Background: an optimization exercise with open tools, aiming at small area, a short achievable clock period and few clock cycles. Do not read the settings as production practice. The RTL was checked by simulation tests, not by an equivalence proof against the original design. Power figures rest on the tool's default switching activity, not on a simulated workload.

Setup of old:
Design conv_top, start of the top module:
module conv_top (
    input  logic        clk,
    input  logic        reset,
    input  logic [17:0] i_in_data,
    input  logic        i_in_valid,
    input  logic [3:0]  i_in_user,
    output logic        o_in_ready,
    output logic [40:0] o_out_data,
    output logic        o_out_valid,
    input  logic        i_out_ready
);
    localparam int M = 6;            
    logic [21:0] q0, q1;
    logic [1:0]  qcnt;
    logic        push, pop;
    logic [1:0]  qcnt_n;
    assign push   = i_in_valid && o_in_ready;
    assign qcnt_n = qcnt + {1'b0, push} - {1'b0, pop};
    always_ff @(posedge clk) begin
        if (push && (qcnt == 2'd0 || (qcnt == 2'd1 && pop))) q0 <= {i_in_user, i_in_data};
        else if (pop) q0 <= q1;
        if (push && ((qcnt == 2'd1 && !pop) || qcnt == 2'd2)) q1 <= {i_in_user, i_in_data};
    end
    always_ff @(posedge clk) begin
        if (reset) begin
            qcnt       <= '0;
            o_in_ready <= 1'b1;
        end else begin
            qcnt       <= qcnt_n;
            o_in_ready <= (qcnt_n != 2'd2);
        end
    end
    wire [17:0] hd = q0[17:0];
    wire [3:0]  hu = q0[21:18];
    wire        hv = (qcnt != 2'd0);
  ...
make LEC_CHECK=0 CAP_MARGIN=20 CORE_MARGIN=2 CORE_UTILIZATION=55 CTS_BUF_LIST=sky130_fd_sc_hd__clkbuf_8 SETUP_SLACK_MARGIN=5 SLEW_MARGIN=20 finish   # period 9.0 ns
run.sh (not shown) runs the stock make flow with config.mk's settings and CLKGATE_MAP_FILE= SYNTH_SCRIPT=/design/flow/synth_recipe.tcl, a recipe that flattens the netlist after the stock synthesis.
old finished all stages; the layout is clean.
Testbench counts of old, summed over its fixed seeds: cycles 6,649.
Input changes introduced in new (baseline for comparison: old):
--- a/flow/design.v
+++ b/flow/design.v
@@ -786,20 +786,21 @@
     wire        hv = (qcnt != 2'd0);
     typedef enum logic [1:0] {LS_FIRST, LS_W, LS_B, LS_X} ls_t;
     ls_t         ls;
     logic [2:0]  ka, kb;           
     logic        latest;           
     logic        lsel;             
     logic [1:0]  tq;               
     logic [1:0]  tqn;
     logic        cbusy, csel;      
     logic        at;               
+    logic        msel;             
     logic [17:0] mbias;            
     logic [2:0]  k;                
     logic        fe_q;             
     logic [2:0]  kl;               
     logic [4:0]  wcnt;             
     logic [2:0]  lrow, lcol;       
     logic [7:0]  row_full;         
     logic [17:0] biasa, biasb;
     logic [17:0] img [8][8];
     logic [17:0] ringa [25];
@@ -811,21 +812,21 @@
             3'd2: ksq = 5'd4;
             3'd3: ksq = 5'd9;
             3'd4: ksq = 5'd16;
             default: ksq = 5'd25;
         endcase
     endfunction
     assign at = cbusy ? csel : tq[0];
     always_ff @(posedge clk) k <= at ? kb : ka;
     assign kl = lsel ? kb : ka;
     wire tgt     = !latest;
-    wire tgt_use = (cbusy && csel == tgt) ||
+    wire tgt_use = (cbusy && csel == tgt) || (mv && msel == tgt) ||
                    (tqn != 2'd0 && tq[0] == tgt) || (tqn == 2'd2 && tq[1] == tgt);
     logic        ld_w, ld_x, ld_b;
     logic [2:0]  xr, xc;           
     always_comb begin
         ld_w = 1'b0;
         ld_x = 1'b0;
         ld_b = 1'b0;
         xr   = lrow;
         xc   = lcol;
         case (ls)
@@ -910,21 +911,22 @@
     wire  [3:0]  pw     = !twop ? n : (cps ? n - {1'b0, c0} : {1'b0, c0});
     wire         tfirst = (ci == 3'd0) && (cj == 3'd0);
     wire         jlast  = (cj == k - 3'd1);
     wire         ilast  = (ci == k - 3'd1);
     wire         plast  = !twop || cps;
     wire         rlast  = (cr == 3'(8 - {1'b0, k}));
     logic [7:0]  rsel;             
     logic [7:0]  cr_oh;            
     assign issue = !hold && !fe_q && (cj != 3'd0 || |(row_full & rsel));
     wire step_end = issue && jlast && ilast && plast;      
-    wire [7:0] release_mask = (issue && cj == 3'd0 && plast && (ci == 3'd0 || rlast)) ? rsel : 8'h00;
+    wire [7:0] release_mask = !step_end ? 8'h00 :
+                              (rlast ? (8'hFF << cr) : (8'h01 << cr));
     always_ff @(posedge clk) begin
         if (reset) begin
             cr    <= '0;
             cr_oh <= 8'h01;
             rsel  <= 8'h01;
             cps   <= 1'b0;
             ci    <= '0;
             cj    <= '0;
         end else if (issue) begin
             if (!jlast) cj <= cj + 3'd1;
@@ -1029,20 +1031,21 @@
             for (int b = 0; b < 8; b++) begin
                 if (cj == 3'd0) W[b] <= (cps && b < 4) ? rowx[b + 4] : rowx[b];
                 else if (b < 7) W[b] <= W[b + 1];
             end
             for (int d = 0; d < 9; d++) begin
                 bneg[d] <= wx[2*d+2];
                 bone[d] <= wx[2*d+1] ^ wx[2*d];
                 btwo[d] <= (wx[2*d+2] & ~wx[2*d+1] & ~wx[2*d]) | (~wx[2*d+2] & wx[2*d+1] & wx[2*d]);
             end
             mfirst <= tfirst;
+            msel   <= at;
             mbias  <= at ? biasb : biasa;
             mlast  <= jlast && ilast;
             mcnt   <= pw;
         end
     end
     always_ff @(posedge clk) begin
         if (reset) mv <= 1'b0;
         else if (!hold) mv <= issue;
     end
     wire [40:0] bias_x = {{23{mbias[17]}}, mbias};
==> run notes <==
Comparing new against old, there is no change at all in accumulated negative setup slack. Changes observed in new relative to old: critical path's largest stage delay shows an increase of 0.05 ns, cell count shows an increase of 196, cell area after layout shows an increase of 1000 um2. From old to new the numbers moved as follows: clock share of power climbed 2.2 points, register-to-register slack climbed 0.03 ns. On worst reg-to-reg path cell count: between old and new, it ends up lower for new. Total wire length in new is about 5% higher than in old. Looking only at final routed wire length divided by cell count, and setting everything else aside, the lower value of old and new goes to old. Looking at number of antenna cells inserted, new sits 3 lower than old does.
Testbench counts of new, summed over its fixed seeds: cycles 6,739.

* * *

before:
conv_top, a different RTL version from the one above (not shown whole).
Size in the first run: ~3100 flip-flops, about 170000 um2 of cells after synthesis.
Settings: LEC_CHECK=0, CAP_MARGIN=20, CORE_MARGIN=2, CORE_UTILIZATION=55, CTS_BUF_LIST=sky130_fd_sc_hd__clkbuf_8, SETUP_SLACK_MARGIN=5, SLEW_MARGIN=20; clock period 9.0 ns.
Testbench counts of before, summed over its fixed seeds: cycles 6,649.
--- input diff before..after ---
--- a/flow/design.v
+++ b/flow/design.v
@@ -756,30 +756,39 @@
     input  logic        i_in_valid,
     input  logic [3:0]  i_in_user,
     output logic        o_in_ready,
     output logic [40:0] o_out_data,
     output logic        o_out_valid,
     input  logic        i_out_ready
 );
     localparam int M = 6;            
-    logic [21:0] q0;
-    logic        hv;               
+    logic [21:0] q0, q1;
+    logic [1:0]  qcnt;
     logic        push, pop;
-    assign o_in_ready = !hv || pop;
-    assign push       = i_in_valid && o_in_ready;
-    always_ff @(posedge clk) begin
-        if (push) q0 <= {i_in_user, i_in_data};
+    logic [1:0]  qcnt_n;
+    assign push   = i_in_valid && o_in_ready;
+    assign qcnt_n = qcnt + {1'b0, push} - {1'b0, pop};
+    always_ff @(posedge clk) begin
+        if (push && (qcnt == 2'd0 || (qcnt == 2'd1 && pop))) q0 <= {i_in_user, i_in_data};
+        else if (pop) q0 <= q1;
+        if (push && ((qcnt == 2'd1 && !pop) || qcnt == 2'd2)) q1 <= {i_in_user, i_in_data};
     end
     always_ff @(posedge clk) begin
-        if (reset) hv <= 1'b0;
-        else hv <= push || (hv && !pop);
+        if (reset) begin
+            qcnt       <= '0;
+            o_in_ready <= 1'b1;
+        end else begin
+            qcnt       <= qcnt_n;
+            o_in_ready <= (qcnt_n != 2'd2);
+        end
     end
     wire [17:0] hd = q0[17:0];
     wire [3:0]  hu = q0[21:18];
+    wire        hv = (qcnt != 2'd0);
     typedef enum logic [1:0] {LS_FIRST, LS_W, LS_B, LS_X} ls_t;
     ls_t         ls;
     logic [2:0]  ka, kb;           
     logic        latest;           
     logic        lsel;             
     logic [1:0]  tq;               
     logic [1:0]  tqn;
     logic        cbusy, csel;      
@@ -829,17 +838,16 @@
             LS_W: ld_w = hv;
             LS_B: ld_b = hv;
             LS_X: ld_x = hv && !row_full[lrow];
             default: ;
         endcase
     end
     assign pop          = ld_w || ld_x || ld_b;
     wire       lring = (ls == LS_FIRST) ? tgt : lsel;
-    wire [4:0] kk_in = ksq((ls == LS_FIRST) ? hu[3:1] : kl);
     wire       fstart = (ls == LS_FIRST) && (ld_w || ld_x);
     wire       ftag   = ld_w ? tgt : latest;
     always_ff @(posedge clk) begin
         if (reset) begin
             ls     <= LS_FIRST;
             latest <= 1'b0;
             lsel   <= 1'b0;
             wcnt   <= '0;
@@ -964,33 +972,34 @@
             end
             tqn <= tqn + {1'b0, fstart} - {1'b0, issue && !cbusy};
         end
     end
     wire lda = ld_w && !lring;
     wire ldb = ld_w &&  lring;
     wire rota = issue && !at;
     wire rotb = issue &&  at;
-    wire [4:0] kka = lda ? kk_in : ksq(ka);
-    wire [4:0] kkb = ldb ? kk_in : ksq(kb);
+    wire [2:0] k_ld = (ls == LS_FIRST) ? hu[3:1] : kl;
+    wire [2:0] kta  = lda ? k_ld : ka;
+    wire [2:0] ktb  = ldb ? k_ld : kb;
     always_ff @(posedge clk) begin
         if (lda || rota) begin
             for (int p = 0; p < 25; p++) begin
                 if (p == 0 || p == 3 || p == 8 || p == 15 || p == 24) begin
-                    if (5'(p) == kka - 5'd1) ringa[p] <= lda ? hd : ringa[0];
+                    if (ksq(kta) == 5'(p + 1)) ringa[p] <= lda ? hd : ringa[0];
                     else if (p < 24) ringa[p] <= ringa[p + 1];
                 end else begin
                     ringa[p] <= ringa[p + 1];
                 end
             end
         end
         if (ldb || rotb) begin
             for (int p = 0; p < 25; p++) begin
                 if (p == 0 || p == 3 || p == 8 || p == 15 || p == 24) begin
-                    if (5'(p) == kkb - 5'd1) ringb[p] <= ldb ? hd : ringb[0];
+                    if (ksq(ktb) == 5'(p + 1)) ringb[p] <= ldb ? hd : ringb[0];
                     else if (p < 24) ringb[p] <= ringb[p + 1];
                 end else begin
                     ringb[p] <= ringb[p + 1];
                 end
             end
         end
     end
     logic [17:0] W [8];
Findings:
Of the two values seen for master of the slowest instance on the critical path, sky130_fd_sc_hd__mux4_2 was produced by before and sky130_fd_sc_hd__fa_1 by after.
When the final numbers for before and after were put side by side, the synthesized cell count turned out to be greater in after.
after -> stages 100% | layout checks FAIL | max-slew violations
Looking at final critical-path required period across both flows, after is the stronger of the two, with before trailing.
The run with more routed wire is after, not before.
Category of the critical setup timing path = register to output port: before; category of the critical setup timing path = register to register: after
before → after: design area roughly the same, number of gates resized after cts has decreased.
Testbench counts of after, summed over its fixed seeds: cycles 6,649.

-- re-timing with driven ports --
No port has a modelled driver above. Below, the same layouts with a new extraction and two added sets of constraints. Step 1 assumes that a clkbuf_16 drives the clock port and a buf_2 every other input. Step 2 adds t to the input delays and takes it off the output delays; t is the mean of the earliest and latest rising clock arrival at the registers after step 1. Input paths then give back, and output paths get back, about the clock's delay inside the block. Slacks: ideal ports / drivers / drivers and shift; pairs: ideal ports / drivers.
| run | t, ns | setup WS [ns] | worst hold slack (ns) | latest minus earliest clock arrival (ns) | slew at the worst register clock pin (ns) |
|---|---|---|---|---|---|
| old | 1.270 | 4.738 / 4.738 / 3.815 | 0.400 / 0.400 / 0.400 | 0.121 / 0.121 | 0.07 / 0.07 |
| new | 1.251 | 4.768 / 4.768 / 3.914 | 0.400 / 0.400 / 0.400 | 0.120 / 0.119 | 0.07 / 0.07 |
| before | 1.250 | 4.228 / 4.118 / 3.884 | 0.388 / 0.388 / 0.388 | 0.110 / 0.110 | 0.07 / 0.07 |
| after | 1.267 | 4.750 / 4.750 / 3.819 | 0.393 / 0.393 / 0.393 | 0.096 / 0.095 | 0.07 / 0.07 |
The setup slack of after, which loses most, moves by 0.000 ns with the drivers and by -0.931 ns with both steps.
